Context: an optimization exercise on an open-source flow, tuned for small area, a short achievable clock period and few clock cycles. The choices shown serve that exercise and are no tape-out recipe.
The RTL was checked by simulation tests, not by an equivalence proof against the original design.
The flow treats the clock pin as an ideal source. Dropping or thinning the clock tree relies on that and would not hold on a real chip.
Power is estimated from default activity; no workload was simulated.

== maple ==
==> flow/design.v (excerpt) <==
module dsc_top (
	input  logic clk,
	input  logic rst,
	input  logic start,
	input  logic S,
	input  logic first_par,
	input  logic [dsc_pkg::NOF_W-1:0] nof,
	input  logic [dsc_pkg::TILE_W-1:0] tox_n,
	input  logic [dsc_pkg::TILE_W-1:0] toy_n,
	input  logic signed [dsc_pkg::PX_W-1:0] fmint_data,
	input  logic signed [dsc_pkg::PX_W-1:0] fmo_data,
	input  logic signed [dsc_pkg::WG_W-1:0] kdw_data,
	input  logic signed [dsc_pkg::WG_W-1:0] kpw_data,
	input  logic [dsc_pkg::POS_W-1:0] kpw_pos,
	output logic [dsc_pkg::FMINT_AW-1:0] fmint_addr,
	output logic [dsc_pkg::FMO_AW-1:0] fmo_addr,
	output logic [dsc_pkg::KDW_AW-1:0] kdw_addr,
	output logic [dsc_pkg::KPW_AW-1:0] kpw_addr,
	output logic write,
	output logic finish,
	output logic signed [dsc_pkg::PX_W-1:0] res
);
Size in the first run: about 100 I/O pins, roughly 15000 µm² of cells after synthesis.
Settings: LEC_CHECK=0, CAP_MARGIN=20, CORE_MARGIN=2, CORE_UTILIZATION=75, CTS_BUF_LIST=sky130_fd_sc_hd__clkbuf_16, CTS_CLUSTER_DIAMETER=100, CTS_CLUSTER_SIZE=30, PLACE_DENSITY=0.85, SLEW_MARGIN=20; clock period 12.0 ns.
standard.sh (not shown) runs the stock make flow with config.mk's settings and CLKGATE_MAP_FILE= SYNTH_SCRIPT=/design/flow/synth_recipe.tcl, a recipe that flattens the netlist after the stock synthesis.
==> flow/flow/run.sh <==
#!/bin/bash
# Standard layout with three changes:
#  - plain buffers (instead of delay cells) on the ports,
#  - after CTS, the clock tree is rebuilt with three root buffers on the clock
#    port, each driving leaf buffers for clusters of at most 25 registers
#    (flow/post_cts.tcl, flow/mycts.tcl),
#  - then setup timing is repaired against a 3.2 ns target.
set -e
export BUFFER_PORTS_ARGS="-buffer_cell sky130_fd_sc_hd__buf_2"
export MYCTS_DIR="$PWD/flow"
export MYCTS_ROOTS=3
export MYCTS_SIZE=25
export MYCTS_MARGIN=8.8
export POST_CTS_TCL="$PWD/flow/post_cts.tcl"
bash standard.sh > standard.log 2>&1
==> flow/flow/mycts.tcl <==
# Replace the clock tree built by CTS with a two-level one: a root buffer
# driving one leaf buffer per cluster of clock sinks.
proc mycts_rebuild {} {
  set db [ord::get_db]
  set block [ord::get_db_block]
  set clkport [$block findBTerm clk]
  set clknet [$clkport getNet]
  set bufm [$db findMaster sky130_fd_sc_hd__clkbuf_16]
  # collect sinks: register clock pins anywhere in the current tree; remove tree cells
  set sinks {}
  set todo [list $clknet]
  set dead_insts {}
  set dead_nets {}
  while {[llength $todo]} {
    set net [lindex $todo 0]
    set todo [lrange $todo 1 end]
    foreach it [$net getITerms] {
      if {[$it isOutputSignal]} continue
      set inst [$it getInst]
      set mname [[$inst getMaster] getName]
      if {[string match "sky130_fd_sc_hd__clkbuf*" $mname] || [string match "sky130_fd_sc_hd__clkinv*" $mname] || [string match "sky130_fd_sc_hd__buf_*" $mname] || [string match "sky130_fd_sc_hd__inv_*" $mname]} {
        # a tree cell: follow its output
        lappend dead_insts $inst
        foreach o [$inst getITerms] {
          if {[$o isOutputSignal] && [$o getNet] ne "NULL"} {
            lappend todo [$o getNet]
            lappend dead_nets [$o getNet]
          }
        }
      } else {
        lappend sinks $it
      }
    }
  }
  puts "mycts: [llength $sinks] sinks, removing [llength $dead_insts] tree cells"
  foreach it $sinks { $it disconnect }
  foreach inst $dead_insts { odb::dbInst_destroy $inst }
  foreach net [lsort -unique $dead_nets] { odb::dbNet_destroy $net }
  # positions
  set pts {}
  foreach it $sinks {
    set bb [[$it getInst] getBBox]
    lappend pts [list [expr {([$bb xMin] + [$bb xMax]) / 2.0}] [expr {([$bb yMin] + [$bb yMax]) / 2.0}]]
  }
  set n [llength $pts]
  set k [expr {int(ceil($n / double($::env(MYCTS_SIZE))))}]
  # k-means, initialised along a space-filling order
  set order [lsort -real -index 0 [lmap p $pts i [lsearch -all $pts *] {list [lindex $p 0] [lindex $p 1]}]]
  set cents {}
  for {set c 0} {$c < $k} {incr c} {
    lappend cents [lindex $pts [expr {int(($c + 0.5) * $n / $k)}]]
  }
  set assign [lrepeat $n 0]
  for {set iter 0} {$iter < 50} {incr iter} {
    # capacity-limited assignment: points in order of their best distance
    set cap [expr {int(ceil($n / double($k))) + 2}]
    set cnt [lrepeat $k 0]
    set cand {}
    for {set i 0} {$i < $n} {incr i} {
      lassign [lindex $pts $i] x y
      set ds {}
      for {set c 0} {$c < $k} {incr c} {
        lassign [lindex $cents $c] cx cy
        lappend ds [list $c [expr {abs($x - $cx) + abs($y - $cy)}]]
      }
      set ds [lsort -real -index 1 $ds]
      lappend cand [list $i [lindex $ds 0 1] $ds]
    }
    foreach e [lsort -real -index 1 $cand] {
      lassign $e i best ds
      foreach d $ds {
        set c [lindex $d 0]
        if {[lindex $cnt $c] < $cap} {
          lset assign $i $c
          lset cnt $c [expr {[lindex $cnt $c] + 1}]
          break
        }
      }
    }
    set sx [lrepeat $k 0.0]; set sy [lrepeat $k 0.0]
    for {set i 0} {$i < $n} {incr i} {
      set c [lindex $assign $i]
      lset sx $c [expr {[lindex $sx $c] + [lindex $pts $i 0]}]
      lset sy $c [expr {[lindex $sy $c] + [lindex $pts $i 1]}]
    }
    for {set c 0} {$c < $k} {incr c} {
      if {[lindex $cnt $c] > 0} {
        lset cents $c [list [expr {[lindex $sx $c] / [lindex $cnt $c]}] [expr {[lindex $sy $c] / [lindex $cnt $c]}]]
      }
    }
  }
  # roots: the leaves split into MYCTS_ROOTS groups by position, one root
  # buffer at the centre of each group
  set nr $::env(MYCTS_ROOTS)
  if {$nr > $k} { set nr $k }
  set lorder [lsort -real -index 1 [lmap c $cents i [lsearch -all $cents *] {list $i [lindex $c 0]}]]
  set rootof [lrepeat $k 0]
  set per [expr {int(ceil($k / double($nr)))}]
  set j 0
  foreach e $lorder {
    lset rootof [lindex $e 0] [expr {$j / $per}]
    incr j
  }
  set rnets {}
  for {set r 0} {$r < $nr} {incr r} {
    set rx 0.0; set ry 0.0; set m 0
    for {set c 0} {$c < $k} {incr c} {
      if {[lindex $rootof $c] == $r} {
        set rx [expr {$rx + [lindex $cents $c 0]}]; set ry [expr {$ry + [lindex $cents $c 1]}]; incr m
      }
    }
    set rx [expr {int($rx / $m)}]; set ry [expr {int($ry / $m)}]
    set root [odb::dbInst_create $block $bufm mycts_root_$r]
    $root setLocation $rx $ry
    $root setPlacementStatus PLACED
    [$root findITerm A] connect $clknet
    set rnet [odb::dbNet_create $block mycts_root_net_$r]
    $rnet setSigType CLOCK
    [$root findITerm X] connect $rnet
    lappend rnets $rnet
  }
  for {set c 0} {$c < $k} {incr c} {
    set leaf [odb::dbInst_create $block $bufm mycts_leaf_$c]
    $leaf setLocation [expr {int([lindex $cents $c 0])}] [expr {int([lindex $cents $c 1])}]
    $leaf setPlacementStatus PLACED
    [$leaf findITerm A] connect [lindex $rnets [lindex $rootof $c]]
    set lnet [odb::dbNet_create $block mycts_leaf_net_$c]
    $lnet setSigType CLOCK
    [$leaf findITerm X] connect $lnet
    for {set i 0} {$i < $n} {incr i} {
      if {[lindex $assign $i] == $c} { [lindex $sinks $i] connect $lnet }
    }
    puts "mycts: leaf $c: [lindex $cnt $c] sinks"
  }
  $clknet setSigType CLOCK
}
==> flow/flow/post_cts.tcl <==
# Runs at the end of ORFS's CTS step (POST_CTS_TCL): replaces the clock tree
# with a shallower one (flow/mycts.tcl), then repairs setup timing against a
# tighter target than the clock period, and legalizes the placement again.
source $::env(MYCTS_DIR)/mycts.tcl
mycts_rebuild
detailed_placement
estimate_parasitics -placement
report_worst_slack -max
repair_timing -setup_margin $::env(MYCTS_MARGIN) -repair_tns 100 -verbose
detailed_placement
check_placement -verbose
estimate_parasitics -placement
report_worst_slack -max
report_worst_slack -min
The final layout from maple, which completed every stage, passed the timing, DRC and antenna checks at the end of the flow.
Testbench counts of maple, summed over its fixed seeds: cycles 20,242.
Inputs modified between maple and sierra:
- changing CORE_UTILIZATION from 75 to 65
- changing PLACE_DENSITY from 0.85 to 0.75
-- flow/flow/run.sh --
<<< maple, line 1
#!/bin/bash
# Standard layout with three changes:
#  - plain buffers (instead of delay cells) on the ports,
#  - after CTS, the clock tree is rebuilt with three root buffers on the clock
#    port, each driving leaf buffers for clusters of at most 25 registers
>>> sierra, line 1
#!/bin/bash
# Standard layout with three changes:
#  - plain buffers (instead of delay cells) on the ports, the smallest on inputs,
#  - after CTS, the clock tree is rebuilt with three root buffers on the clock
#    port, each driving leaf buffers for clusters of at most 25 registers
==> flow/flow/post_cts.tcl <==
# Runs at the end of ORFS's CTS step (POST_CTS_TCL): replaces the clock tree
# with a shallower one (flow/mycts.tcl), gives the input ports the smallest
# buffer (their paths have slack), then repairs setup timing against a
# tighter target than the clock period, and legalizes the placement again.
source $::env(MYCTS_DIR)/mycts.tcl
mycts_rebuild
set db [ord::get_db]
foreach bt [[ord::get_db_block] getBTerms] {
  if {[$bt getIoType] ne "INPUT"} continue
  foreach it [[$bt getNet] getITerms] {
    set inst [$it getInst]
    if {[[$inst getMaster] getName] eq "sky130_fd_sc_hd__buf_2"} {
      $inst swapMaster [$db findMaster sky130_fd_sc_hd__buf_1]
    }
  }
}
detailed_placement
estimate_parasitics -placement
report_worst_slack -max
repair_timing -setup_margin $::env(MYCTS_MARGIN) -repair_tns 100 -verbose
detailed_placement
check_placement -verbose
estimate_parasitics -placement
report_worst_slack -max
report_worst_slack -min
==> comparison <==
- The first-pass GRT wire length in sierra sits about 0.5% below the value recorded for maple.
- Relative to maple, the detailed placer's ending HPWL of sierra is lower by 3.2%.
- maple → sierra: aggregate routed wire length lost 3.1%; final standard cell area without fillers neither gained nor lost much; height of the chip picked up an extra about 7%; layout overhead on the synthesized area lost 0.16 points; sequential cell area share neither gained nor lost much.
### sierra -> lagoon
==> flow/flow/run.sh <==
#!/bin/bash
# Standard layout with three changes:
#  - plain buffers (instead of delay cells) on the ports,
#  - after CTS, the clock tree is rebuilt with four root buffers on the clock
#    port, each driving leaf buffers for clusters of at most 20 registers
#    (flow/post_cts.tcl, flow/mycts.tcl),
#  - then setup timing is repaired against a 3.15 ns target.
set -e
export BUFFER_PORTS_ARGS="-buffer_cell sky130_fd_sc_hd__buf_2"
export MYCTS_DIR="$PWD/flow"
export MYCTS_ROOTS=4
export MYCTS_SIZE=20
export MYCTS_MARGIN=8.85
export POST_CTS_TCL="$PWD/flow/post_cts.tcl"
bash standard.sh > standard.log 2>&1
==> flow/flow/post_cts.tcl <==
# Runs at the end of ORFS's CTS step (POST_CTS_TCL): replaces the clock tree
# with a shallower one (flow/mycts.tcl), then repairs setup timing against a
# tighter target than the clock period, and legalizes the placement again.
source $::env(MYCTS_DIR)/mycts.tcl
mycts_rebuild
detailed_placement
estimate_parasitics -placement
report_worst_slack -max
repair_timing -setup_margin $::env(MYCTS_MARGIN) -repair_tns 100 -verbose
detailed_placement
check_placement -verbose
estimate_parasitics -placement
report_worst_slack -max
report_worst_slack -min
--- outcome ---
- NOTE: core occupancy in the finished layout in lagoon exceeds that of sierra
- Power in lagoon is about 2.3% higher than in sierra
- Relative to sierra, the design area of lagoon is higher by 2.5%.
- In terms of count of TritonRoute iterations in the first routing pass, sierra and lagoon differ only marginally.
- Final wirelength of lagoon exceeds that of sierra slightly.
- Compared lagoon vs sierra, and storage element area is up in lagoon.
- sierra -> lagoon: detail-routed net length per standard cell increased slightly
- | area overhead of the layout relative to synthesis | lagoon vs sierra | 2.6 points higher |
- Reported for sierra and lagoon, synthesized area turned out identical to the last digit.
In every run of this note, the design's own scripts or RTL, not TritonCTS, make the clock network.

==> afterwards: timing with drivers on the ports <==
The results above use ideal ports. As a check the final layouts listed here were re-extracted and re-timed, cells and wires unchanged. Step 1 sets driving cells, clkbuf_16 on the clock port and buf_2 on the other inputs (assumed; they add their load-dependent delay and slew). Step 2 moves the port delays by t, midway between the first and last clock arrival at a register: inputs arrive t later, outputs are due t later. That takes back most of the time a late clock gives input paths. Three values: ideal ports, drivers, drivers and shift; two values: the first two.
run | t, ns | slack for setup (ns) | worst data-port slew with drivers (ns) | cell pins on the clock port's net
maple | 0.382 | 8.730 / 8.730 / 8.570 | 0.05 | 3
sierra | 0.379 | 8.734 / 8.728 / 8.541 | 0.06 | 3
lagoon | 0.384 | 8.817 / 8.746 / 8.626 | 0.07 | 4
After both steps every run listed still meets setup and hold. For sierra, which loses most, drivers alone change the setup slack by -0.006 ns; drivers and shift together by -0.193 ns.
